Background: an optimization exercise with open tools, aiming at small area, a short achievable clock period and few clock cycles per item. Do not read the settings as production practice.
The RTL was checked by simulation tests, not by an equivalence proof against the original design.
Power and IR drop assume default switching activity.

==> design/flow/config.mk <==
export PLATFORM = sky130hd
export DESIGN_NAME = mesh_duplicate_filter_relay_unit
export DESIGN_NICKNAME = mesh_duplicate_filter_relay_unit
export VERILOG_FILES = /design/flow/design.v
export SDC_FILE = /design/flow/constraint.sdc
export NUM_CORES = 4
export LEC_CHECK = 0
export ABC_AREA = 1
export CAP_MARGIN = 20
export CORE_MARGIN = 2
export CORE_UTILIZATION = 55
export CTS_BUF_LIST = sky130_fd_sc_hd__clkbuf_16
export CTS_CLUSTER_DIAMETER = 70
export CTS_CLUSTER_SIZE = 25
export GPL_TIMING_DRIVEN = 0
export HOLD_SLACK_MARGIN = 0
export SETUP_SLACK_MARGIN = 4.0
export SLEW_MARGIN = 20
export TNS_END_PERCENT = 0
==> design/flow/constraint.sdc <==
create_clock -name core_clock -period 6.0 [get_ports {clk}]
set_input_delay 1.2000 -clock core_clock [delete_from_list [all_inputs] [get_ports {clk}]]
set_output_delay 1.2000 -clock core_clock [all_outputs]
set_load 0.01 [all_outputs]
==> design/flow/design.v <==
package mdfr_pkg;
  localparam int unsigned MAC_W     = 48;
  localparam int unsigned ID_W      = 16;
  localparam int unsigned KIND_W    = 8;
  localparam int unsigned ACT_W     = 3;
  localparam int unsigned OCC_W     = 5;
  localparam int unsigned ENTRIES_D = 16;
  localparam logic [KIND_W-1:0] KIND_BCAST    = 8'd1;
  localparam logic [KIND_W-1:0] KIND_TARGETED = 8'd2;
  localparam logic [ACT_W-1:0] ACT_OWN      = 3'd0;
  localparam logic [ACT_W-1:0] ACT_DUP      = 3'd1;
  localparam logic [ACT_W-1:0] ACT_DELIVER  = 3'd2;
  localparam logic [ACT_W-1:0] ACT_BCAST    = 3'd3;
  localparam logic [ACT_W-1:0] ACT_TARGETED = 3'd4;
  localparam logic [ACT_W-1:0] ACT_PASS     = 3'd5;
endpackage
import mdfr_pkg::*;
module mdfr_store #(
  parameter int unsigned ENTRIES = mdfr_pkg::ENTRIES_D
) (
  input  logic                        clk,
  input  logic                        rst,
  input  logic [mdfr_pkg::MAC_W-1:0]  in_origin,
  input  logic [mdfr_pkg::ID_W-1:0]   in_id,
  input  logic                        cand,        
  output logic                        dup,         
  output logic                        ins,         
  output logic [ENTRIES-1:0]          live,        
  output logic [ENTRIES-1:0]          live_ins     
);
  logic [mdfr_pkg::MAC_W-1:0] s_origin [ENTRIES];
  logic [mdfr_pkg::ID_W-1:0]  s_id     [ENTRIES];
  logic [ENTRIES-1:0]         nz;
  logic [ENTRIES-1:0]         nz_ins;
  logic [mdfr_pkg::MAC_W-1:0] f_origin;    
  logic [mdfr_pkg::ID_W-1:0]  f_id;
  logic                       f_idnz;
  logic [ENTRIES-1:0]         hit_in;      
  logic                       hit_prev_in; 
  logic [ENTRIES-1:0]         hit_r;
  logic                       hit_prev_r;
  logic [ENTRIES-1:0]         moved;       
  logic [ENTRIES-1:0]         shen;
  logic [ENTRIES-1:0]         hit;
  always_comb begin
    for (int i = 0; i < ENTRIES; i++) begin
      hit_in[i] = (s_id[i] == in_id) && (s_origin[i] == in_origin);
    end
  end
  assign hit_prev_in = (f_id == in_id) && (f_origin == in_origin);
  always_ff @(posedge clk) begin
    f_origin   <= in_origin;
    f_id       <= in_id;
    f_idnz     <= (in_id != '0);
    hit_r      <= hit_in;
    hit_prev_r <= hit_prev_in;
    moved      <= shen;
  end
  always_comb begin
    hit[0] = live[0] && (moved[0] ? hit_prev_r : hit_r[0]);
    for (int i = 1; i < ENTRIES; i++) begin
      hit[i] = live[i] && (moved[i] ? hit_r[i-1] : hit_r[i]);
    end
  end
  assign dup = |hit;
  assign ins = cand && !dup;
  always_comb begin
    shen[0] = ins;
    for (int i = 1; i < ENTRIES; i++) begin
      shen[i] = ins && live[i-1];
    end
  end
  always_comb begin
    nz_ins[0] = f_idnz;
    for (int i = 1; i < ENTRIES; i++) begin
      nz_ins[i] = live[i-1] || nz[i];
    end
    live_ins[0] = nz_ins[0];
    for (int i = 1; i < ENTRIES; i++) begin
      live_ins[i] = live_ins[i-1] && nz_ins[i];
    end
  end
  always_ff @(posedge clk) begin
    if (shen[0]) begin
      s_origin[0] <= f_origin;
      s_id[0]     <= f_id;
    end
    for (int i = 1; i < ENTRIES; i++) begin
      if (shen[i]) begin
        s_origin[i] <= s_origin[i-1];
        s_id[i]     <= s_id[i-1];
      end
    end
  end
  always_ff @(posedge clk) begin
    if (rst) begin
      nz   <= '0;
      live <= '0;
    end else if (ins) begin
      nz   <= nz_ins;
      live <= live_ins;
    end
  end
endmodule
import mdfr_pkg::*;
module mdfr_ctrl #(
  parameter int unsigned W = 8
) (
  input  logic         clk,
  input  logic         rst,
  input  logic         take,        
  input  logic         push,
  input  logic [W-1:0] push_data,
  output logic         in_ready,
  output logic         out_valid,
  input  logic         out_ready,
  output logic [W-1:0] out_data
);
  logic [W-1:0] q1, q2;
  logic [1:0]   fc;         
  logic [1:0]   cnt;        
  logic         pop;
  logic [1:0]   fc_pop, fc_next;
  logic [2:0]   cnt_next;
  assign pop      = out_valid && out_ready;
  assign fc_pop   = fc - {1'b0, pop};
  assign fc_next  = fc_pop + {1'b0, push};
  assign cnt_next = {1'b0, cnt} + {2'b0, take} - {2'b0, pop};
  always_ff @(posedge clk) begin
    if (rst) begin
      fc        <= '0;
      cnt       <= '0;
      out_valid <= 1'b0;
      in_ready  <= 1'b1;
    end else begin
      fc        <= fc_next;
      cnt       <= cnt_next[1:0];
      out_valid <= (fc_next != 2'd0);
      in_ready  <= (cnt_next <= 3'd2);
    end
  end
  always_ff @(posedge clk) begin
    if (push && fc_pop == 2'd0) out_data <= push_data;
    else if (pop)               out_data <= q1;
    if (push && fc_pop == 2'd1) q1 <= push_data;
    else if (pop)               q1 <= q2;
    if (push && fc_pop == 2'd2) q2 <= push_data;
  end
endmodule
import mdfr_pkg::*;
module mesh_duplicate_filter_relay_unit #(
  parameter int unsigned ENTRIES = mdfr_pkg::ENTRIES_D
) (
  input  logic                        clk,
  input  logic                        rst,
  input  logic                        cfg_we,
  input  logic [mdfr_pkg::MAC_W-1:0]  cfg_wdata,    
  input  logic                        s_tvalid,
  output logic                        s_tready,
  input  logic [159:0]                s_tdata,      
  input  logic [7:0]                  s_tuser,      
  output logic                        m_tvalid,
  input  logic                        m_tready,
  output logic [7:0]                  m_tdata,      
  output logic [2:0]                  m_tuser       
);
  logic [MAC_W-1:0]   self_mac;
  logic               take;
  logic               v2;          
  logic               cand2;       
  logic               own2;
  logic [ACT_W-1:0]   act_new2;    
  logic [ACT_W-1:0]   act_new_in;
  logic               own_in;
  logic               dup, ins;
  logic [ENTRIES-1:0] live, live_ins;
  logic [OCC_W-1:0]   occ;
  logic [ACT_W-1:0]   act;
  logic [7:0]         out_data;
  assign take   = s_tvalid && s_tready;
  assign own_in = (s_tdata[47:0] == self_mac);
  always_comb begin
    if (s_tdata[95:48] == self_mac)          act_new_in = ACT_DELIVER;
    else if (s_tuser == KIND_BCAST)          act_new_in = ACT_BCAST;
    else if (s_tuser == KIND_TARGETED)       act_new_in = ACT_TARGETED;
    else                                     act_new_in = ACT_PASS;
  end
  always_ff @(posedge clk) begin
    if (rst) begin
      self_mac <= '0;
      v2       <= 1'b0;
      cand2    <= 1'b0;
    end else begin
      if (cfg_we) self_mac <= cfg_wdata;
      v2    <= take;
      cand2 <= take && !own_in;
    end
  end
  always_ff @(posedge clk) begin
    own2     <= own_in;
    act_new2 <= act_new_in;
  end
  mdfr_store #(.ENTRIES(ENTRIES)) u_store (
    .clk       (clk),
    .rst       (rst),
    .in_origin (s_tdata[47:0]),
    .in_id     (s_tdata[111:96]),
    .cand      (cand2),
    .dup       (dup),
    .ins       (ins),
    .live      (live),
    .live_ins  (live_ins)
  );
  logic [OCC_W-1:0] occ_old, occ_new;
  always_comb begin
    occ_old = '0;
    occ_new = '0;
    for (int i = 0; i < ENTRIES - 1; i++) begin
      if (live[i] && !live[i+1])         occ_old = OCC_W'(i + 1);
      if (live_ins[i] && !live_ins[i+1]) occ_new = OCC_W'(i + 1);
    end
    if (live[ENTRIES-1])     occ_old = OCC_W'(ENTRIES);
    if (live_ins[ENTRIES-1]) occ_new = OCC_W'(ENTRIES);
  end
  assign occ     = ins ? occ_new : occ_old;
  assign act     = own2 ? ACT_OWN : (dup ? ACT_DUP : act_new2);
  mdfr_ctrl #(.W(8)) u_ctrl (
    .clk       (clk),
    .rst       (rst),
    .take      (take),
    .push      (v2),
    .push_data ({act, occ}),
    .in_ready  (s_tready),
    .out_valid (m_tvalid),
    .out_ready (m_tready),
    .out_data  (out_data)
  );
  assign m_tuser = out_data[7:5];
  assign m_tdata = {3'b000, out_data[4:0]};
endmodule
==> design/flow/flow/run.sh <==
#!/bin/bash
# Standard ORFS layout with two changes: port buffers are the smallest plain buffer (the
# resizer still upsizes where timing needs it) and clock tree synthesis adds no dummy loads.
set -euo pipefail
export BUFFER_PORTS_ARGS="-buffer_cell sky130_fd_sc_hd__buf_1"
export CTS_ARGS="-sink_clustering_enable -repair_clock_nets -sink_clustering_size 25 -sink_clustering_max_diameter 70 -buf_list sky130_fd_sc_hd__clkbuf_16 -dont_use_dummy_load"
bash standard.sh finish > flow.log 2>&1
==> design/flow/standard.sh <==
#!/bin/bash
# synth_recipe.tcl (not shown) runs the flow's synth.tcl, then flattens the netlist and writes it again
# the make line also repeats each setting of config.mk as NAME=value (left out here)
make -C /OpenROAD-flow-scripts/flow DESIGN_CONFIG=/design/flow/config.mk WORK_HOME=/design/flow/orfs CLKGATE_MAP_FILE= SYNTH_SCRIPT=/design/flow/synth_recipe.tcl "${@:-finish}"
==> results of run 1 <==
final cells by class:
| cell class | instances | area [sq um] |
|---|---|---|
| Sequential cell | 1237 | 35300 |
| Fill cell | 7287 | 33800 |
| Multi-Input combinational cell | 2336 | 16600 |
| Timing Repair Buffer | 333 | 2810 |
| Clock buffer | 69 | 1730 |
| Tap cell | 1254 | 1570 |
| Buffer | 170 | 1410 |
| Inverter | 120 | 474 |
| Timing Repair inverter | 2 | 10.0 |
through the flow:
step	util [%]	cell area, sq um	hold slack, ns
after floorplan	-	52400	0.423
after global placement	58.4	54700	0.433
after detailed placement	59.6	55800	0.435
after CTS	63.5	59400	0.429
after global routing	63.9	59800	0.426
final	63.9	59800	0.429
synthesized netlist by cell type, types with 2 or more instances:
cell	number	area, sq um
nand2_1	389	1460
nor2_4	8	90.1
ha_1	4	50.1
o21a_1	17	128
inv_2	15	56.3
buf_2	100	500
nor3b_1	2	15.0
nand4_4	2	42.5
dfxtp_1	189	3780
clkbuf_1	66	248
nand2_2	5	31.3
inv_1	102	383
nor3_1	39	195
o21ai_0	69	345
buf_4	3	22.5
xnor2_1	845	7400
a21oi_1	33	165
o2111ai_1	90	788
nor2_2	3	18.8
nand3_2	3	30.0
nand4_1	243	1520
o21ai_1	20	100
nor3_2	2	20.0
or2_2	160	1000
nor2_1	185	694
nand3_1	30	150
nand4_2	3	37.5
nand2_4	2	22.5
nor4_1	79	494
clkinv_1	2	7.51
xor2_1	69	604
a31oi_1	2	12.5
o221ai_1	2	17.5
edfxtp_1	1048	31500
a211oi_1	5	37.5
o211ai_1	11	82.6
worst max-delay path, cell delays in order:
cell	delay [ns]
buf_2	0.12
buf_12	0.14
buf_4	0.16
xnor2_1	0.33
nand4_1	0.31
nor4_4	0.47
nand2_1	0.25
nor2_1	0.20
how the worst max path moves through the flow:
stage,end,startpoint,cells after the start,slack (ns)
4_1_cts,cand2$_SDFF_PP0_,s_tdata[33],9,3.49
5_1_grt,u_ctrl.out_data[0]$_DFFE_PP_,u_store.live[11]$_SDFFE_PP0P_,15,3.40
6_report,u_store.hit_r[4]$_DFF_P_,s_tdata[42],8,3.38
3_5_place_dp,cand2$_SDFF_PP0_,s_tdata[47],10,1.48
3_3_place_gp,u_store.hit_r[14]$_DFF_P_,s_tdata[107],7,1.36
2_1_floorplan,u_store.s_id[11][0]$_DFFE_PP_,u_store.live[7]$_SDFFE_PP0P_,10,3.37
power by group:
group          switching [W]  leakage (nW)  total (W)  internal [W]
sequential          0.000215          11.0    0.00983       0.00962
combinational        0.00122          7.45    0.00199      0.000770
clock                0.00269         0.850    0.00475       0.00206
placed cells by master (no fill, tap or decap), types with 11 or more instances in the layout:
cell type / count
a21oi_1: 32
buf_1: 165
buf_12: 39
buf_16: 23
buf_2: 23
buf_4: 149
buf_6: 30
clkbuf_1: 27
clkbuf_16: 73
clkbuf_2: 21
dfxtp_1: 186
edfxtp_1: 1048
inv_1: 94
inv_2: 17
nand2_1: 378
nand2_2: 13
nand3_1: 27
nand4_1: 243
nor2_1: 165
nor2_4: 23
nor3_1: 29
nor4_1: 45
nor4_2: 15
nor4_4: 19
o2111ai_1: 90
o211ai_1: 11
o21a_1: 17
o21ai_0: 69
o21ai_1: 20
or2_2: 160
xnor2_1: 830
xor2_1: 69
cells by family after synthesis:
logic type | after synthesis
and+or+nand+nor | 1158
xor gates and xnor gates | 914
other | 1
AOI/OAI and AO/OA | 256
buffers and inverters | 290
adders and majority gates | 5
DFF | 1237
sequential cells by signal (all words and copies together) (netlist names), 2 cells and up:
| signal | cells |
|---|---|
| u_store.moved | 16 |
| u_ctrl.out_data | 8 |
| u_store.f_origin | 48 |
| u_ctrl.q1 | 8 |
| u_store.s_origin | 768 |
| u_store.nz | 16 |
| u_store.hit_r | 16 |
| u_store.s_id | 256 |
| u_ctrl.fc | 2 |
| self_mac | 48 |
| u_ctrl.cnt | 2 |
| u_store.live | 15 |
| u_store.f_id | 16 |
| u_ctrl.q2 | 8 |
| act_new2 | 3 |
per-layer routing:
metal | global-route usage, % | share of wire, % | vias to the layer above
met5 | 0 | 0.0083 | -
met1 | 45.1 | 41 | 16400
met3 | 4.69 | 8.1 | 218
li1 | - | - | 14500
met4 | 9.50 | 3.4 | 2
met2 | 51.2 | 47 | 1422
what timing repair did:
action | in CTS | in global routing
endpoints found under the hold margin | 0 | 0
pin swaps | 58 | 21
buffers inserted | 67 | 31
setup endpoints to repair | 1194 | 1186
cloned | 3 | 5
gates resized for setup | 316 | 41
==> run_results.csv, run 1 <==
group,metric,value,unit
run_status,status,"complete, no violations",
floorplan,die_h,312,um
floorplan,std_cell_rows,112,
critical_path,rrSetupSlack,3.57,ns
placement,pre_cts_ws,1.48,ns
synth,yosysSeqAreaShare,67.6,%
critical_path,crit_required,6.58,ns
routing,wirelength,158,mm
placement,place.gp.congestion,0.899,
pwr,p_leak,19.3,nW
cts,cts_made_buffers,69,
synth,synth-simple-area-share,11.2,%
timing,finClkSkew,0.0508,ns
global_route,grt_usage,31.8,%
synth,synth.yosys.warnings,5,
synth,syn_inst,3861,
global_route,antenna_found_initial,3,
cts,cts_buffer_depth,3,
cts,hold_buffers,0,
placement,dpl.hpwl,120,mm
timing,fmax,382,MHz
pwr,power.total,0.0166,W
worst_hold_path,hold_path.class,"flip-flop to flip-flop",
synth,synth_ff_type,"edfxtp_1",
timing,fin_setup_tns,0,ns
layout,nets,4495,
critical_path,start_kind,"input port",
synth,synthAdderAreaFrac,0.134,%
critical_path,r2r-end,"u_store.s_origin[1][39]$_DFFE_PP_",
critical_path,crit_arrival,3.20,ns
timing,hold_violations,0,
synth,ys_ff_latch,1237,
synth,syn_area,52100,sq um
cts,tritoncts,"yes",
layout,syn_to_final_growth,14.8,%
cts,root_buffer,"clkbuf_16",
placement,port_buffers,182,
placement,place_inst,5346,
timing,slew_headroom,21.3,%
floorplan,die_area,97300,sq um
floorplan,pin_count,234,
routing,drt_first_iter_violations,3720,
run,drv_cap,0,
routing,viasPerCell,5.90,
critical_path,worstSetupPathType,"input port to flip-flop",
routing,vias,32600,
timing,tightest_slew,1.18,ns
pwr,powerDensity,277,nW/um^2
layout,num_antenna_cells,0,
timing,setup_ws,3.38,ns
layout,final_layout_size_suffix_gt1_share,16.4,%
synth,synth.distinct_cells,50,
floorplan,die_x,312,um
routing,detail-route-antenna-nets,0,
critical_path,r2r_start,"u_store.hit_r[0]$_DFF_P_",
timing,drv_slew,0,
synth,synth.area.mux_share,0,%
critical_path,crit_path_max_fanout,4,
synth,synth-edff-count,1048,
timing,period_share,43.6,%
synth,synth-xor-area-share,15.4,%
timing,post-route-min-period,2.62,ns
routing,drc,0,
global_route,gr-total-overflow,0,
worst_hold_path,hold_depth,0,
cts,cts.clk_slew.worst_paths,0.09,ns
global_route,grt_pass1_wl,219,mm
worst_hold_path,hold_end,"u_store.s_origin[0][4]$_DFFE_PP_",
synth,synth_top_family_by_area,"XOR/XNOR gates",
layout,stdcell_count,5521,
cts,h-tree-depth,3,
synth,synth.avg_cell_area,13.5,sq um
worst_hold_path,min-delay-start,"u_store.f_origin[4]$_DFF_P_",
synth,async_flop_share,0,%
critical_path,end_kind,"flip-flop",
floorplan,coreArea,93600,sq um
timing,finalSetupViolations,0,
timing,rsz0062_at_grt,"yes",
routing,dr.pass1.iters,6,
cts,cts_num_sinks,1237,
floorplan,initial_utilization,55.7,%
global_route,grt_pass1_vias,31300,
global_route,grt_max_degree,75,
routing,post_drt_wl_per_cell,28.5,um
pwr,ir_drop,0.243,mV
cts,clock_latency,0.66,ns
critical_path,reg2regPathDepth,12,
synth,synth_compound_gate_area_share,3.32,%
Testbench counts, summed over its fixed seeds: cycles 3,216, items 3,200.
==> run 2, diff against run 1 <==
--- a/design/flow/config.mk
+++ b/design/flow/config.mk
@@ -14,3 +14,2 @@
 export CTS_CLUSTER_SIZE = 25
-export GPL_TIMING_DRIVEN = 0
 export HOLD_SLACK_MARGIN = 0
@@ -18,2 +17,2 @@
 export SLEW_MARGIN = 20
-export TNS_END_PERCENT = 0
+export TNS_END_PERCENT = 20
==> run_results.csv, run 2 <==
group,metric,value,unit
run_status,status,"complete, no violations",
synth,syn_inst,3861,
layout,max_flop_register,"u_store.s_origin",
synth,syn_area,52100,sq um
synth,synth_ff_type,"edfxtp_1",
routing,detail-route-antenna-nets,0,
pwr,seq_power_share,58.2,%
synth,yosysSeqAreaShare,67.6,%
critical_path,start_kind,"input port",
placement,place.gp.congestion,0.893,
run,drv_cap,0,
cts,root_buffer,"clkbuf_16",
layout,num_antenna_cells,0,
synth,ys_ff_latch,1237,
timing,hold_violations,0,
synth,synth_top_cell_by_area,"edfxtp_1",
floorplan,initial_utilization,55.7,%
critical_path,crit_arrival,2.98,ns
pwr,clockPowerShare,27.4,%
global_route,grt_max_degree,73,
pwr,switching_share,24.9,%
routing,wirelength,157,mm
synth,synth-simple-area-share,11.2,%
layout,final_layout_size_suffix_gt1_share,23.7,%
routing,drt_first_iter_violations,3369,
layout,syn_to_final_growth,23.4,%
pwr,p_switching,0.00422,W
timing,hold_slack,0.450,ns
floorplan,pin_count,234,
critical_path,path_buf_inv,3,
global_route,grt_pass1_vias,31700,
timing,finClkSkew,0.0383,ns
global_route,gr-total-overflow,0,
pwr,powerDensity,263,nW/um^2
synth,synth_top_area_share,60.4,%
timing,tightest_slew,0.971,ns
synth,synth.avg_cell_area,13.5,sq um
critical_path,crit_slowest_cell,"nor4_1",
timing,period_share,40.0,%
layout,stdcell_count,5641,
placement,port_buffers,182,
cts,tritoncts,"yes",
synth,synth.distinct_cells,50,
critical_path,crit_family,"simple AND/OR/NAND/NOR gates",
placement,place_inst,5195,
global_route,grt_pass1_wl,211,mm
routing,viasPerCell,5.85,
critical_path,crit_path_max_fanout,6,
floorplan,die_x,312,um
routing,drc,0,
floorplan,die_area,97300,sq um
cts,cts_buffer_depth,3,
floorplan,coreArea,93600,sq um
synth,async_flop_share,0,%
synth,synth-edff-count,1048,
synth,synth.area.top_cells,"edfxtp_1, xnor2_1, dfxtp_1, nand4_1, nand2_1",
layout,largest_register_ffs,768,
timing,fmax,417,MHz
layout,nets,4615,
pwr,p_comb_share,14.4,%
synth,ys_top_cells_by_count,"edfxtp_1, xnor2_1, nand2_1, nand4_1, dfxtp_1",
critical_path,crit_chain,"buf_8 -> buf_12 -> buf_4 -> xnor2_1 -> nand4_1 -> nor4_1 -> nand2_1 -> nor2_1",
critical_path,cp_slowest_stage_delay,0.52,ns
cts,h-tree-depth,3,
cts,cts_num_sinks,1237,
routing,vias,33000,
routing,dr.pass1.iters,6,
timing,rsz0062_at_grt,"yes",
critical_path,crit_required,6.58,ns
global_route,grt_usage,30.0,%
synth,synth.yosys.warnings,5,
cts,hold_buffers,0,
synth,synth_compound_gate_area_share,3.32,%
cts,cts.clk_slew.worst_paths,0.09,ns
synth,synth.most_common_cell,"edfxtp_1",
timing,finalSetupViolations,0,
layout,top_regs,"u_store.s_origin: 768 flops, u_store.s_id: 256 flops",
layout,final_common_cell,"edfxtp_1",
timing,drv_slew,0,
pwr,intPower,0.0127,W
critical_path,worstSetupPathType,"input port to flip-flop",
worst_hold_path,hold_path.class,"flip-flop to flip-flop",
synth,synthAdderAreaFrac,0.134,%
pwr,p_leak,21.1,nW
global_route,antenna_found_initial,4,
synth,synth_top_family_by_area,"XOR/XNOR gates",
cts,clock_latency,0.65,ns
critical_path,end_kind,"flip-flop",
timing,fin_setup_tns,0,ns
timing,slew_headroom,35.2,%
synth,synth.area.mux_share,0,%
layout,layout_common_cells,"edfxtp_1, xnor2_1, nand2_1",
floorplan,die_h,312,um
synth,synth-xor-area-share,15.4,%
floorplan,std_cell_rows,112,
routing,post_drt_wl_per_cell,27.8,um
pwr,ir_drop,0.210,mV
timing,post-route-min-period,2.40,ns
layout,fillers,6594,
placement,dpl.hpwl,99.1,mm
cts,cts_made_buffers,68,
-- run 2: cell counts after synthesis --
No cell type changed its count.
-- run 2: metrics by stage --
step                      total power (W)  setup slack, ns  area [sq um]  util (%)
after global routing               0.0174             3.58         64400      68.8
after global placement             0.0116             1.98         54400      58.1
after floorplan                    0.0111             3.37         52400         -
final                              0.0169             3.60         64400      68.8
after detailed placement           0.0117             1.99         54400      58.1
after CTS                          0.0166             3.60         60300      64.4
-- run 2: worst paths after layout --
check	from	end	slack, ns	cells past startpoint
worst max-delay path	s_tdata[38]	u_store.hit_r[15]$_DFF_P_	3.60	8
worst max register to register	u_store.live[9]$_SDFFE_PP0P_	u_store.s_origin[7][30]$_DFFE_PP_	3.65	14
worst min register to register	u_store.s_origin[13][41]$_DFFE_PP_	u_store.s_origin[14][41]$_DFFE_PP_	0.45	0
worst min-delay path	u_store.s_origin[13][41]$_DFFE_PP_	u_store.s_origin[14][41]$_DFFE_PP_	0.45	0
-- run 2: cells by family (layout without fill, tap and decap cells) --
family,Yosys count,count (layout)
flops,1237,1237
simple gates,1158,1171
xor+xnor,914,914
buf+inv,290,801
compound gates,256,256
fa+ha+maj,5,5
other cells,1,3
-- run 2: routing by layer --
layer	GRT usage [%]	wire length (um)	share of wire [%]	up-vias
met5	0	13	0.0083	-
met4	15.4	9120	5.8	2
met3	3.67	11500	7.3	311
met2	49.2	74100	47	1419
met1	39.6	62000	40	16500
li1	-	-	-	14800
-- run 2: area by class of cell --
class / count / area, sq um / area share [%]
Sequential cell: 1237 / 35300 / 54.8
Timing Repair Buffer: 600 / 7530 / 11.7
Multi-Input combinational cell: 2349 / 17600 / 27.3
Inverter: 120 / 588 / 0.914
Timing Repair inverter: 13 / 96.3 / 0.150
Clock buffer: 68 / 1700 / 2.64
Tap cell: 1254 / 1570 / 2.44
-- run 2: repair_timing --
action / CTS / global route
gates cloned: 67 / 39
pin swaps: 45 / 148
hold endpoints to repair: 0 / 0
gates resized for setup: 381 / 441
setup endpoints to repair: 1189 / 1195
setup buffers: 129 / 143
-- run 2: power groups by stage --
stage | clock [W] | combinational [W] | sequential (W)
floorplan | 0 | 0.00115 | 0.00996
global placement | 0 | 0.00161 | 0.0100
detailed placement | 0 | 0.00164 | 0.0100
CTS | 0.00470 | 0.00202 | 0.00983
global route | 0.00500 | 0.00258 | 0.00987
finish | 0.00464 | 0.00244 | 0.00984
-- run 2: worst register-to-register path, cell delays in order, from the launching register on --
cell and delay, ns:
dfxtp_4 0.38, inv_6 0.11, a21oi_1 0.05, o21ai_1 0.07
o21ai_1 0.08, nor2_1 0.12, nand2_1 0.12, nor2_4 0.16
buf_6 0.14, buf_6 0.11, nand2_8 0.09, nor2_4 0.18
buf_12 0.14, buf_4 0.13, clkbuf_16 0.17
==> run 3, diff against run 2 <==
--- a/design/flow/config.mk
+++ b/design/flow/config.mk
@@ -10,3 +10,3 @@
 export CORE_MARGIN = 2
-export CORE_UTILIZATION = 55
+export CORE_UTILIZATION = 45
 export CTS_BUF_LIST = sky130_fd_sc_hd__clkbuf_16
@@ -17,2 +17,2 @@
 export SLEW_MARGIN = 20
-export TNS_END_PERCENT = 20
+export TNS_END_PERCENT = 5
==> run_results.csv, run 3 <==
group,metric,value,unit
run_status,status,"complete, no violations",
global_route,grt_max_degree,67,
pwr,ir_drop,0.190,mV
global_route,grt_usage,23.4,%
routing,viasPerCell,5.52,
synth,synth.area.top_cells,"edfxtp_1, xnor2_1, dfxtp_1, nand4_1, nand2_1",
routing,vias,32300,
timing,period_share,40.4,%
timing,drv_slew,0,
placement,dpl.hpwl,99.7,mm
cts,h-tree-depth,3,
synth,synth_top_area_share,60.4,%
cts,root_buffer,"clkbuf_16",
critical_path,worstSetupPathType,"input port to flip-flop",
layout,final_common_cell,"edfxtp_1",
critical_path,crit_chain,"buf_4 -> buf_8 -> xnor2_1 -> nand4_1 -> nor4_2 -> buf_4 -> nand2_1 -> nor2_1",
synth,ys_top_cells_by_count,"edfxtp_1, xnor2_1, nand2_1, nand4_1, dfxtp_1",
cts,clock_latency,0.66,ns
timing,fin_setup_tns,0,ns
critical_path,crit_family,"simple AND/OR/NAND/NOR gates",
floorplan,die_x,344,um
critical_path,path_buf_inv,3,
placement,pre_cts_ws,1.95,ns
layout,max_flop_register,"u_store.s_origin",
routing,post_drt_wl_per_cell,25.8,um
routing,drt_first_iter_violations,3444,
global_route,grt_pass1_wl,199,mm
pwr,p_leak,20.5,nW
layout,final_layout_size_suffix_gt1_share,22.8,%
critical_path,r2r_start,"u_store.hit_r[0]$_DFF_P_",
synth,ys_ff_latch,1237,
cts,cts.clk_slew.worst_paths,0.08,ns
worst_hold_path,min-delay-start,"u_store.s_origin[5][4]$_DFFE_PP_",
floorplan,initial_utilization,45.5,%
routing,wirelength,151,mm
critical_path,crit_arrival,3.01,ns
timing,setup_ws,3.58,ns
worst_hold_path,hold_path.class,"flip-flop to flip-flop",
timing,finalSetupViolations,0,
critical_path,cp-startpoint,"s_tdata[6]",
layout,top_regs,"u_store.s_origin: 768 flops, u_store.s_id: 256 flops",
floorplan,std_cell_rows,124,
timing,post-route-min-period,2.42,ns
global_route,gr-total-overflow,0,
layout,register_area,35300,sq um
synth,async_flop_share,0,%
synth,synth.yosys.warnings,5,
floorplan,die_area,119000,sq um
synth,synth.distinct_cells,50,
floorplan,die_h,344,um
cts,cts_buffer_depth,3,
synth,synth.avg_cell_area,13.5,sq um
floorplan,pin_count,234,
synth,syn_inst,3861,
layout,syn_to_final_growth,20.7,%
synth,synth_top_cell_by_area,"edfxtp_1",
timing,slew_headroom,54.2,%
critical_path,crit_required,6.59,ns
floorplan,coreArea,115000,sq um
layout,nets,4563,
layout,fillers,9261,
placement,place_inst,5479,
synth,synth.most_common_cell,"edfxtp_1",
cts,tritoncts,"yes",
critical_path,end_kind,"flip-flop",
cts,cts_made_buffers,69,
global_route,grt_pass1_vias,29600,
critical_path,start_kind,"input port",
run,drv_cap,0,
timing,fmax,413,MHz
synth,yosysSeqAreaShare,67.6,%
pwr,powerDensity,266,nW/um^2
synth,synth-edff-count,1048,
layout,largest_register_ffs,768,
critical_path,crit_slowest_cell,"nand4_1",
cts,cts_num_sinks,1237,
placement,port_buffers,182,
timing,tightest_slew,0.682,ns
timing,hold_violations,0,
layout,multi_input_area,17500,sq um
placement,place.gp.congestion,0.885,
timing,finClkSkew,0.0641,ns
global_route,antenna_found_initial,7,
synth,syn_area,52100,sq um
critical_path,cp_common_cell,"buf_4",
routing,detail-route-antenna-nets,0,
routing,dr.pass1.iters,5,
routing,drc,0,
layout,layout_common_cells,"edfxtp_1, xnor2_1, nand2_1",
timing,rsz0062_at_grt,"yes",
critical_path,cp_slowest_stage_delay,0.46,ns
synth,synth_ff_type,"edfxtp_1",
critical_path,crit_path_max_fanout,12,
cts,hold_buffers,0,
layout,stdcell_count,5848,
run 3: cell counts after synthesis:
No cell type changed its count.
run 3: repair_timing:
item,CTS,global route
setup endpoints to repair,1195,1178
pin swaps,22,154
cloned,26,34
setup buffers,46,193
gates resized for setup,187,585
run 3: cell families after synthesis:
group / Yosys count / share of synthesized area (%)
compound gates: 256 / 3.32
xor+xnor: 914 / 15.4
fa+ha+maj: 5 / 0.134
buf+inv: 290 / 2.36
flops: 1237 / 67.6
other cells: 1 / 0.00719
simple gates: 1158 / 11.2
run 3: power breakdown:
group	switching, W	internal, W	leakage (nW)	total [W]
Combinational	0.00126	0.000946	8.62	0.00221
Clock	0.00267	0.00206	0.850	0.00472
Sequential	0.000214	0.00962	11.0	0.00983
Total	0.00414	0.0126	20.5	0.0168
run 3: final cells by class:
type	instances	share of cell area (%)
well taps	1512	3.01
clock buffers	69	2.74
diodes	1	0.00398
inverters	120	0.924
flip-flops and latches	1237	56.0
repair buffers	555	9.32
multi-input cells	2338	27.8
repair inverters	16	0.201
run 3: through the flow:
stage | hold WS [ns] | instance area, sq um | power (W) | util [%]
after floorplan | 0.423 | 52400 | 0.0111 | -
after detailed placement | 0.436 | 54900 | 0.0116 | 47.9
after CTS | 0.433 | 58400 | 0.0164 | 50.9
after global placement | 0.426 | 54900 | 0.0116 | 47.9
final | 0.433 | 62900 | 0.0168 | 54.9
after global routing | 0.441 | 62900 | 0.0173 | 54.9
run 3: final timing paths:
| kind | endpoint | slack (ns) | cells past startpoint |
|---|---|---|---|
| hold reg to reg | u_store.s_origin[6][4]$_DFFE_PP_ | 0.43 | 0 |
| setup reg to reg | u_store.s_id[2][14]$_DFFE_PP_ | 3.67 | 12 |
| hold / removal | u_store.s_origin[6][4]$_DFFE_PP_ | 0.43 | 0 |
| setup / recovery | u_store.hit_r[15]$_DFF_P_ | 3.58 | 8 |
run 3: worst reg2reg max path: cells and delay by family (launching register included):
| kind | cells | cell delay (ns) |
|---|---|---|
| DFF | 1 | 0.35 |
| buffers and inverters | 4 | 0.82 |
| AOI/OAI and AO/OA | 3 | 0.21 |
| and+or+nand+nor | 5 | 0.67 |
run 3: routing by layer:
| metal | vias to the layer above | global-route usage (%) | wire, um |
|---|---|---|---|
| li1 | 14600 | - | - |
| met1 | 16300 | 33.0 | 64700 |
| met2 | 1143 | 37.9 | 71300 |
| met3 | 179 | 2.48 | 10300 |
| met4 | 4 | 7.64 | 4850 |
| met5 | - | 0 | 25 |
==> run 4, diff against run 3 <==
--- a/design/flow/config.mk
+++ b/design/flow/config.mk
@@ -10,3 +10,3 @@
 export CORE_MARGIN = 2
-export CORE_UTILIZATION = 45
+export CORE_UTILIZATION = 65
 export CTS_BUF_LIST = sky130_fd_sc_hd__clkbuf_16
==> run_results.csv, run 4 <==
group,metric,value,unit
synth,syn_inst,3861,
synth,syn_area,52100,sq um
synth,yosysSeqAreaShare,67.6,%
synth,async_flop_share,0,%
critical_path,worstSetupPathType,"flip-flop to output pin",
floorplan,die_h,287,um
timing,post-route-min-period,2.43,ns
critical_path,crit_path_max_fanout,1,
cts,tritoncts,"yes",
critical_path,worstSetupPathDepth,1,
critical_path,crit_arrival,1.23,ns
synth,synth.most_common_cell,"edfxtp_1",
timing,tightest_slew,0.842,ns
layout,largest_register_ffs,768,
cts,cts.clk_slew.worst_paths,0.10,ns
global_route,grt_usage,32.0,%
floorplan,pin_count,234,
synth,ys_ff_latch,1237,
synth,synth-edff-count,1048,
timing,fin_setup_tns,0,ns
cts,cts_buffer_depth,3,
critical_path,rrSetupSlack,3.59,ns
floorplan,die_area,82500,sq um
synth,synth.avg_cell_area,13.5,sq um
synth,ys_top_cells_by_count,"edfxtp_1, xnor2_1, nand2_1, nand4_1, dfxtp_1",
routing,drt_first_iter_violations,4232,
synth,synth.distinct_cells,50,
timing,setup_ws,3.57,ns
cts,cts_num_sinks,1237,
critical_path,end_kind,"output pin",
timing,drv_slew,0,
layout,final_layout_size_suffix_gt1_share,21.4,%
critical_path,path_buf_inv,1,
synth,synth_top_cell_by_area,"edfxtp_1",
critical_path,crit_slowest_cell,"edfxtp_1",
layout,top_regs,"u_store.s_origin: 768 flops, u_store.s_id: 256 flops",
layout,nets,4527,
timing,slew_headroom,43.8,%
critical_path,crit_end,"m_tuser[2]",
critical_path,reg2regPathDepth,10,
global_route,antenna_found_initial,1,
layout,max_flop_register,"u_store.s_origin",
critical_path,cp-startpoint,"u_ctrl.out_data[7]$_DFFE_PP_",
timing,finalSetupViolations,0,
cts,h-tree-depth,2,
critical_path,start_kind,"flip-flop",
timing,period_share,40.5,%
placement,port_buffers,182,
critical_path,cp_slowest_stage_delay,0.43,ns
pwr,ir_drop,0.268,mV
run_status,status,"complete, no violations",
routing,drc,0,
synth,synth.area.top_cells,"edfxtp_1, xnor2_1, dfxtp_1, nand4_1, nand2_1",
timing,rsz0062_at_grt,"yes",
placement,pre_cts_ws,1.77,ns
critical_path,crit_chain,"clkbuf_2",
routing,viasPerCell,6.20,
timing,finClkSkew,0.0457,ns
critical_path,crit_family,"flip-flops",
critical_path,crit_required,4.80,ns
synth,synth.yosys.warnings,5,
cts,root_buffer,"clkbuf_16",
critical_path,r2r-end,"u_store.s_origin[1][17]$_DFFE_PP_",
layout,layout_common_cells,"edfxtp_1, xnor2_1, nand2_1",
global_route,grt_max_degree,72,
timing,fmax,411,MHz
layout,fin_util,77.8,%
floorplan,std_cell_rows,103,
floorplan,coreArea,79300,sq um
cts,cts_made_buffers,60,
layout,syn_to_final_growth,18.3,%
global_route,grt_pass1_vias,31100,
layout,final_common_cell,"edfxtp_1",
routing,detail-route-antenna-nets,0,
floorplan,initial_utilization,65.8,%
global_route,gr-total-overflow,0,
worst_hold_path,hold_path.class,"flip-flop to flip-flop",
placement,dpl.hpwl,93.6,mm
critical_path,r2r_start,"u_store.moved[5]$_DFF_P_",
synth,synth_ff_type,"edfxtp_1",
cts,clock_latency,0.67,ns
routing,post_drt_wl_per_cell,26.8,um
routing,dr.pass1.iters,6,
pwr,powerDensity,267,nW/um^2
global_route,grt_pass1_wl,193,mm
routing,vias,33200,
pwr,p_leak,20.0,nW
synth,synth_top_area_share,60.4,%
timing,hold_violations,0,
placement,place.gp.congestion,0.906,
floorplan,die_x,287,um
routing,wirelength,144,mm
run,drv_cap,0,
## run 4: stage by stage
stage               area (sq um)  instances  total power (W)  hold slack (ns)
floorplan                  52400       3863           0.0111            0.423
global placement           54200       5001           0.0116            0.432
detailed placement         54200       5001           0.0116            0.436
CTS                        57600       5160           0.0160            0.438
global route               61600       5349           0.0169            0.441
finish                     61700       5353           0.0165            0.436
## run 4: repair_timing
action	4_1_cts	5_1_grt
resized for setup	214	503
gates cloned	33	23
setup endpoints to repair	1193	1182
hold endpoints to repair	0	0
pin swaps	31	147
buffers inserted	66	166
hold buffers	0	0
## run 4: cell type report
| type | count | area [sq um] |
|---|---|---|
| Tap cell | 1050 | 1310 |
| Timing Repair inverter | 14 | 110 |
| Sequential cell | 1237 | 35300 |
| Fill cell | 4593 | 17600 |
| Multi-Input combinational cell | 2351 | 17600 |
| Clock buffer | 60 | 1500 |
| Inverter | 120 | 579 |
| Timing Repair Buffer | 517 | 5270 |
| Antenna cell | 4 | 10.0 |
## run 4: cells by family after synthesis
kind of cell               count (synthesis)  synth area share [%]
AOI/OAI and AO/OA                        256                  3.32
xor gates and xnor gates                 914                  15.4
adders and majority gates                  5                 0.134
buffers and inverters                    290                  2.36
DFF                                     1237                  67.6
other                                      1               0.00719
and+or+nand+nor                         1158                  11.2
## run 4: metal layers
layer | global-route usage (%) | vias to the layer above | wire, um | part of all wire [%]
met2 | 51.5 | 1791 | 66500 | 46
met3 | 4.21 | 331 | 13500 | 9.4
met1 | 43.8 | 16500 | 55200 | 38
met4 | 14.8 | 0 | 8510 | 5.9
li1 | - | 14600 | - | -
met5 | 0 | - | 0 | 0
## run 4: worst min-delay path by stage
stage | cells after the start | to | from
after floorplan | 0 | u_store.s_id[0][15]$_DFFE_PP_ | u_store.f_id[15]$_DFF_P_
after global placement | 0 | u_store.s_origin[0][29]$_DFFE_PP_ | u_store.f_origin[29]$_DFF_P_
after detailed placement | 0 | u_store.s_origin[0][40]$_DFFE_PP_ | u_store.f_origin[40]$_DFF_P_
after CTS | 0 | u_store.s_origin[0][2]$_DFFE_PP_ | u_store.f_origin[2]$_DFF_P_
after global routing | 0 | u_store.s_origin[0][2]$_DFFE_PP_ | u_store.f_origin[2]$_DFF_P_
final | 0 | u_store.s_origin[0][2]$_DFFE_PP_ | u_store.f_origin[2]$_DFF_P_
## run 4: power breakdown
part | internal (W) | switching (W)
registers | 0.00962 | 0.000224
logic | 0.000947 | 0.00135
clock network | 0.00178 | 0.00254
==> run 5, diff against run 4 <==
--- a/design/flow/config.mk
+++ b/design/flow/config.mk
@@ -10,3 +10,3 @@
 export CORE_MARGIN = 2
-export CORE_UTILIZATION = 65
+export CORE_UTILIZATION = 50
 export CTS_BUF_LIST = sky130_fd_sc_hd__clkbuf_16
@@ -17,2 +17,2 @@
 export SLEW_MARGIN = 20
-export TNS_END_PERCENT = 5
+export TNS_END_PERCENT = 0
==> run_results.csv, run 5 <==
group,metric,value,unit
timing,fin_setup_tns,0,ns
layout,nets,4365,
cts,h-tree-depth,3,
layout,syn_to_final_growth,13.0,%
critical_path,worstSetupPathType,"input port to flip-flop",
floorplan,pin_count,234,
routing,wirelength,139,mm
placement,port_buffers,182,
global_route,grt_usage,25.5,%
routing,drc,0,
synth,synth.avg_cell_area,13.5,sq um
pwr,p_switching,0.00401,W
pwr,power.total,0.0165,W
floorplan,std_cell_rows,118,
placement,place.gp.congestion,0.858,
run_status,status,"complete, no violations",
routing,dr.pass1.iters,6,
layout,largest_register_ffs,768,
pwr,ir_drop,0.260,mV
pwr,powerDensity,279,nW/um^2
synth,ys_top_cells_by_count,"edfxtp_1, xnor2_1, nand2_1, nand4_1, dfxtp_1",
cts,tritoncts,"yes",
synth,syn_inst,3861,
synth,async_flop_share,0,%
pwr,switching_share,24.4,%
pwr,p_leak,18.7,nW
routing,viasPerCell,5.51,
critical_path,rrSetupSlack,3.63,ns
floorplan,die_h,327,um
critical_path,end_kind,"flip-flop",
floorplan,coreArea,103000,sq um
routing,top_layer,"met5",
cts,root_buffer,"clkbuf_16",
pwr,p_comb_share,11.4,%
synth,synth-edff-count,1048,
layout,layout_common_cells,"edfxtp_1, xnor2_1, nand2_1",
cts,clock_latency,0.67,ns
routing,wl_met1,59.7,mm
timing,post-route-min-period,2.45,ns
placement,dpl.hpwl,99.9,mm
cts,cts_made_buffers,71,
cts,cts.clk_slew.worst_paths,0.09,ns
global_route,grt_pass1_wl,196,mm
floorplan,die_area,107000,sq um
critical_path,crit_slowest_cell,"nor4_4",
critical_path,cp_slowest_stage_delay,0.52,ns
layout,top_regs,"u_store.s_origin: 768 flops, u_store.s_id: 256 flops",
run,drv_cap,0,
critical_path,crit_required,6.60,ns
critical_path,crit_arrival,3.05,ns
synth,synth_top_cell_by_area,"edfxtp_1",
global_route,antenna_found_initial,8,
routing,vias,30400,
pwr,seq_power_share,59.7,%
timing,drv_slew,0,
critical_path,crit_chain,"clkbuf_2 -> xnor2_1 -> nand4_1 -> nor4_4 -> nand2_1 -> nor2_1",
cts,cts_num_sinks,1237,
routing,post_drt_wl_per_cell,25.1,um
timing,period_share,40.8,%
global_route,grt_pass1_vias,29200,
layout,final_layout_size_suffix_gt1_share,15.5,%
synth,syn_area,52100,sq um
timing,slew_headroom,31.7,%
synth,synth.most_common_cell,"edfxtp_1",
floorplan,die_x,327,um
synth,synth.distinct_cells,50,
layout,final_common_cell,"edfxtp_1",
timing,hold_violations,0,
critical_path,path_buf_inv,1,
critical_path,start_kind,"input port",
worst_hold_path,hold_path.class,"flip-flop to flip-flop",
critical_path,crit_path_max_fanout,3,
timing,rsz0062_at_grt,"yes",
floorplan,initial_utilization,50.4,%
pwr,intPower,0.0124,W
routing,detail-route-antenna-nets,0,
timing,finClkSkew,0.0711,ns
pwr,clockPowerShare,28.9,%
routing,wl_met2,66.8,mm
synth,ys_ff_latch,1237,
cts,hold_buffers,0,
timing,fmax,408,MHz
layout,max_flop_register,"u_store.s_origin",
routing,drt_first_iter_violations,2664,
timing,tightest_slew,1.02,ns
synth,synth.yosys.warnings,5,
synth,synth_top_area_share,60.4,%
timing,finalSetupViolations,0,
global_route,gr-total-overflow,0,
synth,synth.area.top_cells,"edfxtp_1, xnor2_1, dfxtp_1, nand4_1, nand2_1",
synth,synth_ff_type,"edfxtp_1",
synth,yosysSeqAreaShare,67.6,%
cts,cts_buffer_depth,3,
routing,routed-wl-met3,7.49,mm
global_route,grt_max_degree,67,
critical_path,crit_family,"simple AND/OR/NAND/NOR gates",
-- run 5: cell counts after synthesis --
No cell type changed its count.
-- run 5: layout make-up --
cell class / instances / area [sq um]
fill: 8250 / 44600
sequential: 1237 / 35300
multi-input combinational: 2345 / 16700
timing repair buffer: 354 / 2790
clock buffer: 71 / 1780
tap: 1380 / 1730
inverter: 120 / 558
timing repair inverter: 10 / 77.6
antenna: 1 / 2.50
-- run 5: worst reg2reg max path, cell delays in order (launching register included) --
cell and delay (ns):
dfxtp_2 0.36, inv_1 0.09, nor2_1 0.05, a21oi_2 0.12, o21ai_1 0.09, nor2_1 0.11
nand2_1 0.09, nor2_4 0.13, buf_12 0.13, buf_4 0.14, nand2_8 0.13, nor2_4 0.25
buf_12 0.17, clkbuf_16 0.19
-- run 5: per-layer routing --
layer  vias up  track usage, %
met4         4            8.32
met2       844            42.5
li1      14200               -
met3       161            2.80
met5         -               0
met1     15200            35.3
-- run 5: final timing paths --
check	start	endpoint	cells past startpoint
hold reg to reg	u_store.f_origin[21]$_DFF_P_	u_store.s_origin[0][21]$_DFFE_PP_	0
hold / removal	u_store.f_origin[21]$_DFF_P_	u_store.s_origin[0][21]$_DFFE_PP_	0
setup reg to reg	u_store.hit_r[0]$_DFF_P_	u_store.s_origin[7][13]$_DFFE_PP_	13
setup / recovery	s_tdata[107]	u_store.hit_r[6]$_DFF_P_	6
-- run 5: power by group through the flow --
| stage | combinational (W) | clock, W | sequential, W |
|---|---|---|---|
| floorplan | 0.00115 | 0 | 0.00996 |
| global placement | 0.00162 | 0 | 0.0100 |
| detailed placement | 0.00165 | 0 | 0.0100 |
| CTS | 0.00178 | 0.00484 | 0.00982 |
| global route | 0.00203 | 0.00512 | 0.00985 |
| finish | 0.00187 | 0.00476 | 0.00982 |
-- run 5: what timing repair did --
action	in CTS	in global routing
gates resized for setup	243	109
cloned	17	8
pin swaps	23	23
setup buffers	44	51
endpoints found under the setup margin	1193	1196
-- run 5: metrics by stage --
stage / hold WS [ns] / instance area [sq um] / utilization (%) / cells / setup slack (ns)
2_1_floorplan: 0.423 / 52400 / - / 3863 / 3.37
3_3_place_gp: 0.427 / 54500 / 52.7 / 5322 / 1.83
3_5_place_dp: 0.435 / 54600 / 52.8 / 5326 / 1.81
4_1_cts: 0.425 / 58000 / 56.0 / 5458 / 3.53
5_1_grt: 0.426 / 58900 / 56.9 / 5517 / 3.55
6_report: 0.421 / 58900 / 56.9 / 5518 / 3.55
-- run 5: logic make-up (layout without fill, tap and decap cells) --
family	count (synthesis)	count (layout)	synth area share (%)
flip-flops	1237	1237	67.6
AND/OR/NAND/NOR	1158	1167	11.2
XOR/XNOR	914	914	15.4
buffers and inverters	290	555	2.36
AO/OA/AOI/OAI	256	256	3.32
adder cells (fa/ha/maj)	5	5	0.134
other	1	4	0.00719
==> run 6, diff against run 5 <==
--- a/design/flow/config.mk
+++ b/design/flow/config.mk
@@ -10,3 +10,3 @@
 export CORE_MARGIN = 2
-export CORE_UTILIZATION = 50
+export CORE_UTILIZATION = 55
 export CTS_BUF_LIST = sky130_fd_sc_hd__clkbuf_16
@@ -15,3 +15,3 @@
 export HOLD_SLACK_MARGIN = 0
-export SETUP_SLACK_MARGIN = 4.0
+export SETUP_SLACK_MARGIN = 4.3
 export SLEW_MARGIN = 20
==> run_results.csv, run 6 <==
group,metric,value,unit
synth,synth_top_area_share,60.4,%
synth,synth-edff-count,1048,
routing,wl_met1,58.9,mm
layout,finish.instance_area,59000,sq um
cts,clock_latency,0.65,ns
routing,wl_met2,69.9,mm
cts,tritoncts,"yes",
timing,period_share,41.1,%
floorplan,die_h,312,um
synth,synth_top_cell_by_area,"edfxtp_1",
cts,cts_made_buffers,68,
timing,finalSetupViolations,0,
global_route,grt_usage,28.7,%
placement,dpl_cell_area,54400,sq um
cts,cts_buffer_depth,3,
placement,port_buffers,182,
routing,post_drt_wl_per_cell,26.9,um
pwr,intPower,0.0124,W
routing,detail-route-antenna-nets,0,
critical_path,start_kind,"input port",
synth,synth_ff_type,"edfxtp_1",
routing,vias,31600,
layout,final_common_cell,"edfxtp_1",
timing,tightest_slew,0.914,ns
synth,ys_top_cells_by_count,"edfxtp_1, xnor2_1, nand2_1, nand4_1, dfxtp_1",
synth,synth.distinct_cells,50,
critical_path,end_kind,"flip-flop",
routing,drt_first_iter_violations,3157,
timing,hold_violations,0,
floorplan,die_area,97300,sq um
cts,root_buffer,"clkbuf_16",
routing,viasPerCell,5.83,
floorplan,pin_count,234,
layout,max_flop_register,"u_store.s_origin",
pwr,ir_drop,0.227,mV
global_route,grt_pass1_wl,203,mm
synth,async_flop_share,0,%
floorplan,initial_utilization,55.7,%
timing,finClkSkew,0.0547,ns
routing,wirelength,145,mm
critical_path,crit_path_max_fanout,19,
synth,synth.yosys.warnings,5,
timing,rsz0062_at_grt,"yes",
floorplan,std_cell_rows,112,
pwr,clockPowerShare,28.2,%
timing,fin_setup_tns,0,ns
routing,dr.pass1.iters,5,
synth,synth.avg_cell_area,13.5,sq um
global_route,grt_pass1_vias,31100,
placement,dpl.hpwl,100,mm
synth,ys_ff_latch,1237,
synth,yosysSeqAreaShare,67.6,%
pwr,p_comb_share,12.0,%
cts,cts_num_sinks,1237,
run,drv_cap,0,
critical_path,worstSetupPathType,"input port to flip-flop",
routing,top_layer,"met5",
synth,syn_inst,3861,
layout,final_layout_size_suffix_gt1_share,15.3,%
pwr,seq_power_share,59.9,%
pwr,switching_share,24.6,%
floorplan,die_x,312,um
placement,place.gp.congestion,0.905,
critical_path,crit_arrival,3.03,ns
routing,drc,0,
pwr,p_switching,0.00404,W
layout,layout_common_cells,"edfxtp_1, xnor2_1, nand2_1",
cts,h-tree-depth,3,
synth,syn_area,52100,sq um
run_status,status,"complete, no violations",
global_route,gr-total-overflow,0,
pwr,p_leak,18.7,nW
synth,synth.area.top_cells,"edfxtp_1, xnor2_1, dfxtp_1, nand4_1, nand2_1",
global_route,antenna_found_initial,5,
routing,routed-wl-met3,10.1,mm
timing,fmax,406,MHz
pwr,powerDensity,279,nW/um^2
worst_hold_path,hold_path.class,"flip-flop to flip-flop",
timing,slew_headroom,39.1,%
synth,synth.most_common_cell,"edfxtp_1",
cts,cts.clk_slew.worst_paths,0.09,ns
global_route,grt_max_degree,72,
layout,top_regs,"u_store.s_origin: 768 flops, u_store.s_id: 256 flops",
timing,post-route-min-period,2.46,ns
layout,fillers,7123,
layout,largest_register_ffs,768,
layout,syn_to_final_growth,13.1,%
floorplan,coreArea,93600,sq um
critical_path,crit_required,6.56,ns
layout,nets,4379,
timing,drv_slew,0,
-- run 6: area by class of cell --
cell class	instances	area [sq um]	area share (%)
multi-input combinational	2348	16600	28.1
inverter	120	561	0.950
timing repair inverter	9	75.1	0.127
timing repair buffer	369	3240	5.50
tap	1254	1570	2.66
antenna	4	10.0	0.0170
clock buffer	68	1700	2.88
sequential	1237	35300	59.8
-- run 6: worst paths after layout --
kind                                     from                          endpoint  slack (ns)  depth (start not counted)
max                                s_tdata[2]          u_store.hit_r[2]$_DFF_P_        3.54                          7
min          u_store.s_origin[0][3]$_DFFE_PP_  u_store.s_origin[1][3]$_DFFE_PP_        0.44                          0
max reg2reg      u_store.live[7]$_SDFFE_PP0P_     u_store.s_id[5][10]$_DFFE_PP_        3.72                         12
min reg2reg  u_store.s_origin[0][3]$_DFFE_PP_  u_store.s_origin[1][3]$_DFFE_PP_        0.44                          0
-- run 6: per-stage QoR --
step / worst slack, ns / hold WS, ns / instances / util [%] / power [W]
after floorplan: 3.37 / 0.423 / 3863 / - / 0.0111
after global placement: 1.84 / 0.433 / 5195 / 58.1 / 0.0116
after detailed placement: 1.98 / 0.436 / 5196 / 58.1 / 0.0117
after CTS: 3.59 / 0.439 / 5357 / 62.0 / 0.0164
after global routing: 3.55 / 0.450 / 5406 / 63.0 / 0.0170
final: 3.54 / 0.439 / 5409 / 63.0 / 0.0164
-- run 6: cells by family (layout without fill, tap and decap cells) --
family | count (synthesis) | after routing | synth area share, %
flops | 1237 | 1237 | 67.6
fa+ha+maj | 5 | 5 | 0.134
compound gates | 256 | 256 | 3.32
buf+inv | 290 | 566 | 2.36
xor+xnor | 914 | 914 | 15.4
simple gates | 1158 | 1170 | 11.2
other cells | 1 | 7 | 0.00719
-- run 6: power groups by stage --
stage,sequential (W),clock (W),combinational (W)
3_3_place_gp,0.0100,0,0.00160
2_1_floorplan,0.00996,0,0.00115
6_report,0.00984,0.00463,0.00196
4_1_cts,0.00983,0.00470,0.00184
3_5_place_dp,0.0100,0,0.00164
5_1_grt,0.00987,0.00498,0.00211
-- run 6: worst max-delay path, cell delays in order --
cell	delay [ns]
clkbuf_8	0.21
inv_1	0.12
or2_2	0.20
o2111ai_2	0.20
nor4_4	0.40
nand4_1	0.38
nor2_4	0.29
-- run 6: timing repair --
action	CTS	global route
setup buffers	71	33
setup endpoints to repair	1203	1206
resized for setup	234	93
hold buffers	0	0
cloned	22	15
pin swaps	31	26
-- run 6: per-layer routing --
layer / vias to the layer above / GRT usage, %
met5: - / 0
met4: 4 / 10.3
met3: 247 / 3.75
met2: 1192 / 48.3
met1: 15900 / 38.4
li1: 14300 / -
==> run 7, diff against run 6 <==
--- a/design/flow/config.mk
+++ b/design/flow/config.mk
@@ -14,5 +14,7 @@
 export CTS_CLUSTER_SIZE = 25
+export GPL_ROUTABILITY_DRIVEN = 0
 export HOLD_SLACK_MARGIN = 0
-export SETUP_SLACK_MARGIN = 4.3
+export PLACE_DENSITY = 0.7
+export SETUP_SLACK_MARGIN = 4.0
 export SLEW_MARGIN = 20
-export TNS_END_PERCENT = 0
+export TNS_END_PERCENT = 5
==> run_results.csv, run 7 <==
group,metric,value,unit
run_status,status,"complete, no violations",
synth,synth_top_area_share,60.4,%
timing,post-route-min-period,2.43,ns
worst_hold_path,hold_path.class,"flip-flop to flip-flop",
layout,top_regs,"u_store.s_origin: 768 flops, u_store.s_id: 256 flops",
critical_path,rrSetupSlack,3.57,ns
cts,clock_latency,0.64,ns
timing,slew_headroom,51.7,%
timing,finalSetupViolations,0,
placement,dpl.hpwl,91.6,mm
layout,final_layout_size_suffix_gt1_share,19.8,%
global_route,grt_pass1_vias,29900,
global_route,globalRouteMet2Util,44.9,%
timing,setup_ws,3.57,ns
synth,syn_inst,3861,
synth,yosysSeqAreaShare,67.6,%
cts,cts_num_sinks,1237,
routing,drt_first_iter_violations,3126,
global_route,grt_pass1_wl,190,mm
routing,drc,0,
critical_path,cp_slowest_stage_delay,0.39,ns
synth,syn_area,52100,sq um
critical_path,worstSetupPathDepth,15,
timing,finClkSkew,0.0514,ns
synth,ys_top_cells_by_count,"edfxtp_1, xnor2_1, nand2_1, nand4_1, dfxtp_1",
critical_path,r2r_start,"u_store.hit_r[0]$_DFF_P_",
cts,h-tree-depth,3,
pwr,ir_drop,0.229,mV
synth,synth.distinct_cells,50,
worst_hold_path,hold_depth,0,
cts,root_buffer,"clkbuf_16",
layout,max_flop_register,"u_store.s_origin",
layout,syn_to_final_growth,17.3,%
floorplan,std_cell_rows,112,
timing,tightest_slew,0.717,ns
global_route,antenna_found_initial,4,
critical_path,crit_slowest_cell,"dfxtp_4",
pwr,p_leak,19.7,nW
routing,vias,31600,
routing,post_drt_wl_per_cell,24.4,um
global_route,grt_usage,26.8,%
synth,synth_top_cell_by_area,"edfxtp_1",
cts,cts_buffer_depth,3,
floorplan,pin_count,234,
timing,hold_violations,0,
global_route,globalRouteMet1Util,34.9,%
synth,synth.yosys.warnings,5,
synth,synth-edff-count,1048,
critical_path,cp-startpoint,"u_store.hit_r[0]$_DFF_P_",
critical_path,crit_family,"buffers and inverters",
pwr,powerDensity,270,nW/um^2
critical_path,crit_required,6.36,ns
critical_path,crit_chain,"inv_4 -> nor2_2 -> a21oi_2 -> o21ai_1 -> nor2_1 -> nand2_1 -> nor2_4 -> buf_12 -> nand2_8 -> buf_12 -> buf_12 -> buf_4 -> buf_4 -> nor2_4 -> buf_12",
cts,cts.clk_slew.worst_paths,0.10,ns
layout,nets,4521,
routing,detail-route-antenna-nets,0,
floorplan,coreArea,93600,sq um
floorplan,initial_utilization,55.7,%
critical_path,end_kind,"flip-flop",
placement,dpl_cell_area,54400,sq um
layout,finish.instance_area,61100,sq um
critical_path,reg2regPathDepth,15,
critical_path,crit_end,"u_store.s_origin[8][10]$_DFFE_PP_",
synth,synth.area.top_cells,"edfxtp_1, xnor2_1, dfxtp_1, nand4_1, nand2_1",
placement,port_buffers,182,
critical_path,crit_arrival,2.79,ns
floorplan,die_area,97300,sq um
critical_path,start_kind,"flip-flop",
timing,period_share,40.5,%
critical_path,worstSetupPathType,"flip-flop to flip-flop",
synth,synth.most_common_cell,"edfxtp_1",
timing,rsz0062_at_grt,"yes",
routing,viasPerCell,5.69,
placement,pre_cts_ws,1.98,ns
global_route,gr-total-overflow,0,
critical_path,cp_common_cell,"buf_12",
layout,largest_register_ffs,768,
run,drv_cap,0,
routing,dr.pass1.iters,7,
critical_path,crit_path_max_fanout,13,
cts,tritoncts,"yes",
critical_path,path_buf_inv,7,
layout,layout_common_cells,"edfxtp_1, xnor2_1, nand2_1",
cts,cts_made_buffers,66,
floorplan,die_x,312,um
global_route,busiest_layer,"met2",
global_route,grt.met3_usage,2.95,%
layout,final_common_cell,"edfxtp_1",
floorplan,die_h,312,um
timing,fin_setup_tns,0,ns
global_route,grt_max_degree,73,
synth,async_flop_share,0,%
synth,synth.avg_cell_area,13.5,sq um
synth,synth_ff_type,"edfxtp_1",
synth,ys_ff_latch,1237,
timing,drv_slew,0,
critical_path,r2r-end,"u_store.s_origin[8][10]$_DFFE_PP_",
cts,hold_buffers,0,
timing,fmax,412,MHz
routing,wirelength,136,mm
run 7: cell counts after synthesis:
No cell type changed its count.
run 7: what timing repair did:
action	CTS	global route
pin swaps	29	97
setup buffers	75	163
setup endpoints to repair	1198	1201
gates resized for setup	260	346
cloned	33	13
run 7: kinds of logic (layout without fill, tap and decap cells):
family | Yosys count | count (layout) | share of synthesized area [%]
AOI/OAI and AO/OA | 256 | 256 | 3.32
xor gates and xnor gates | 914 | 914 | 15.4
adders and majority gates | 5 | 5 | 0.134
buffers and inverters | 290 | 707 | 2.36
DFF | 1237 | 1237 | 67.6
other | 1 | 8 | 0.00719
and+or+nand+nor | 1158 | 1171 | 11.2
run 7: final cells by class:
cell class / instances / area (sq um)
diodes: 5 / 12.5
clock buffers: 66 / 1650
fillers: 6653 / 32500
inverters: 120 / 583
multi-input cells: 2349 / 17000
flip-flops and latches: 1237 / 35300
well taps: 1254 / 1570
repair buffers: 507 / 4990
repair inverters: 14 / 96.3
run 7: worst min path at each step:
stage | from | end | slack, ns
after floorplan | u_store.f_id[15]$_DFF_P_ | u_store.s_id[0][15]$_DFFE_PP_ | 0.42
after global placement | u_store.f_id[7]$_DFF_P_ | u_store.s_id[0][7]$_DFFE_PP_ | 0.42
after detailed placement | u_store.f_origin[36]$_DFF_P_ | u_store.s_origin[0][36]$_DFFE_PP_ | 0.44
after CTS | u_store.f_origin[33]$_DFF_P_ | u_store.s_origin[0][33]$_DFFE_PP_ | 0.43
after global routing | u_store.f_origin[5]$_DFF_P_ | u_store.s_origin[0][5]$_DFFE_PP_ | 0.43
final | u_store.f_origin[5]$_DFF_P_ | u_store.s_origin[0][5]$_DFFE_PP_ | 0.41
run 7: stage by stage:
stage                     util [%]  total power (W)  hold slack [ns]  std cells
after floorplan                  -           0.0111            0.423       3863
after global placement        58.1           0.0116            0.424       5197
after detailed placement      58.1           0.0116            0.436       5197
after CTS                     62.3           0.0162            0.425       5371
after global routing          65.3           0.0170            0.434       5548
final                         65.3           0.0165            0.413       5552
run 7: where the power goes:
group	switching, W	total (W)	internal, W
clock network	0.00255	0.00453	0.00197
registers	0.000204	0.00982	0.00962
logic	0.00125	0.00216	0.000912
run 7: worst reg2reg max path, delay by kind of cell (launching register included):
family | cells | cell delay (ns)
flip-flops | 1 | 0.39
AO/OA/AOI/OAI | 2 | 0.23
buffers and inverters | 7 | 0.97
AND/OR/NAND/NOR | 6 | 0.55
run 7: layer usage:
metal,vias up,share of wire [%]
met5,-,0.0096
met4,2,5.5
met3,258,6.9
met2,1258,48
met1,15500,39
li1,14600,-
==> run 8, diff against run 7 <==
--- a/design/flow/config.mk
+++ b/design/flow/config.mk
@@ -8,3 +8,3 @@
 export ABC_AREA = 1
-export CAP_MARGIN = 20
+export CAP_MARGIN = 5
 export CORE_MARGIN = 2
@@ -14,7 +14,5 @@
 export CTS_CLUSTER_SIZE = 25
-export GPL_ROUTABILITY_DRIVEN = 0
 export HOLD_SLACK_MARGIN = 0
-export PLACE_DENSITY = 0.7
 export SETUP_SLACK_MARGIN = 4.0
-export SLEW_MARGIN = 20
+export SLEW_MARGIN = 5
 export TNS_END_PERCENT = 5
==> run_results.csv, run 8 <==
group,metric,value,unit
placement,dpl.hpwl,99.6,mm
critical_path,end_kind,"flip-flop",
floorplan,initial_utilization,55.7,%
cts,clock_latency,0.66,ns
global_route,grt_max_degree,73,
timing,tightest_slew,1.10,ns
timing,rsz0062_at_grt,"yes",
critical_path,r2r_start,"u_store.hit_r[4]$_DFF_P_",
worst_hold_path,min-delay-start,"u_store.s_origin[6][38]$_DFFE_PP_",
routing,drc,0,
synth,syn_inst,3861,
routing,drt_first_iter_violations,3053,
timing,fmax,410,MHz
layout,final_common_cell,"edfxtp_1",
layout,largest_register_ffs,768,
run_status,status,"complete, no violations",
routing,wirelength,148,mm
timing,slew_headroom,26.1,%
cts,cts_made_buffers,68,
critical_path,crit_chain,"buf_4 -> buf_12 -> buf_4 -> xnor2_2 -> nand4_1 -> nor4_2 -> nand2_1 -> nor2_1",
floorplan,std_cell_rows,112,
pwr,p_leak,19.5,nW
floorplan,pin_count,234,
critical_path,crit_slowest_cell,"nor4_2",
cts,tritoncts,"yes",
global_route,antenna_found_initial,3,
pwr,ir_drop,0.199,mV
cts,cts_num_sinks,1237,
synth,synth_ff_type,"edfxtp_1",
critical_path,start_kind,"input port",
critical_path,cp_slowest_stage_delay,0.42,ns
pwr,powerDensity,272,nW/um^2
placement,place.gp.congestion,0.902,
global_route,gr-total-overflow,0,
timing,period_share,40.7,%
layout,nets,4473,
layout,syn_to_final_growth,16.8,%
timing,drv_slew,0,
synth,syn_area,52100,sq um
synth,synth_top_cell_by_area,"edfxtp_1",
cts,h-tree-depth,3,
layout,fin_util,65.1,%
synth,synth.distinct_cells,50,
synth,synth.yosys.warnings,5,
timing,hold_violations,0,
synth,ys_top_cells_by_count,"edfxtp_1, xnor2_1, nand2_1, nand4_1, dfxtp_1",
critical_path,path_buf_inv,3,
worst_hold_path,hold_path.class,"flip-flop to flip-flop",
synth,synth-edff-count,1048,
cts,root_buffer,"clkbuf_16",
layout,max_flop_register,"u_store.s_origin",
global_route,grt_pass1_wl,209,mm
global_route,grt_pass1_vias,31800,
synth,synth.most_common_cell,"edfxtp_1",
synth,ys_ff_latch,1237,
timing,hold_slack,0.436,ns
routing,viasPerCell,5.82,
routing,detail-route-antenna-nets,0,
critical_path,cp-startpoint,"s_tdata[106]",
layout,final_layout_size_suffix_gt1_share,18.5,%
synth,synth.area.top_cells,"edfxtp_1, xnor2_1, dfxtp_1, nand4_1, nand2_1",
floorplan,die_x,312,um
routing,post_drt_wl_per_cell,26.9,um
critical_path,cp_common_cell,"buf_4",
synth,yosysSeqAreaShare,67.6,%
timing,fin_setup_tns,0,ns
layout,layout_common_cells,"edfxtp_1, xnor2_1, nand2_1",
critical_path,crit_arrival,3.02,ns
run,drv_cap,0,
timing,finalSetupViolations,0,
critical_path,worstSetupPathType,"input port to flip-flop",
[run 8: cell counts after synthesis]
No cell type changed its count.
[run 8: final cells by class]
cell class,instances,area (sq um),area share (%)
inverters,120,581,0.953
repair buffers,458,4850,7.97
flip-flops and latches,1237,35300,57.9
repair inverters,14,104,0.170
well taps,1254,1570,2.58
multi-input cells,2348,16800,27.6
clock buffers,68,1700,2.79
[run 8: power breakdown]
group	internal, W	switching (W)	total (W)	leakage, nW
sequential	0.00962	0.000218	0.00983	11.0
clock	0.00203	0.00261	0.00464	0.838
combinational	0.000847	0.00127	0.00212	7.65
total	0.0125	0.00410	0.0166	19.5
[run 8: final timing paths]
path / endpoint / slack (ns) / cells after the start
worst max register to register: u_store.s_origin[1][11]$_DFFE_PP_ / 3.64 / 13
worst min register to register: u_store.s_origin[7][38]$_DFFE_PP_ / 0.44 / 0
worst min-delay path: u_store.s_origin[7][38]$_DFFE_PP_ / 0.44 / 0
worst max-delay path: u_store.hit_r[15]$_DFF_P_ / 3.56 / 8
[run 8: kinds of logic (layout without fill, tap and decap cells)]
group / count (synthesis) / after routing / synth area share [%]
adders and majority gates: 5 / 5 / 0.134
buffers and inverters: 290 / 660 / 2.36
and+or+nand+nor: 1158 / 1170 / 11.2
other: 1 / 3 / 0.00719
DFF: 1237 / 1237 / 67.6
AOI/OAI and AO/OA: 256 / 256 / 3.32
xor gates and xnor gates: 914 / 914 / 15.4
[run 8: worst reg2reg max path: stages (launching register included)]
cell and delay [ns]:
dfxtp_4 0.37, inv_2 0.08, a21oi_2 0.06, o21ai_1 0.09
o21ai_1 0.10, nor2_1 0.11, nand2_1 0.12, nor2_4 0.18
buf_12 0.12, nand2_8 0.05, buf_16 0.20, nor2_4 0.15
buf_12 0.20, clkbuf_16 0.24
[run 8: through the flow]
stage	cell area [sq um]	std cells	power [W]	setup WS, ns
2_1_floorplan	52400	3863	0.0111	3.37
6_report	60900	5499	0.0166	3.56
4_1_cts	59200	5425	0.0165	3.61
3_3_place_gp	54400	5199	0.0116	1.90
5_1_grt	60900	5499	0.0171	3.60
3_5_place_dp	54400	5199	0.0117	1.96
[run 8: repair_timing]
item	in CTS	in global routing
cloned	41	23
resized for setup	320	207
buffers inserted	117	51
endpoints found under the setup margin	1195	1201
pin swaps	38	43
[run 8: layer usage]
layer / vias to the layer above / wire length (um) / track usage, %
li1: 14400 / - / -
met1: 16000 / 59600 / 39.6
met2: 1268 / 70500 / 48.9
met3: 286 / 9960 / 3.35
met4: 0 / 7940 / 13.3
met5: - / 0 / 0

Check on run 8: ideal ports give 3.561 ns setup slack; a clkbuf_16 on the clock port and buf_2 on the inputs give 3.588 ns; moving port delays by the midpoint clock arrival (0.703 ns) as well gives 2.903 ns.
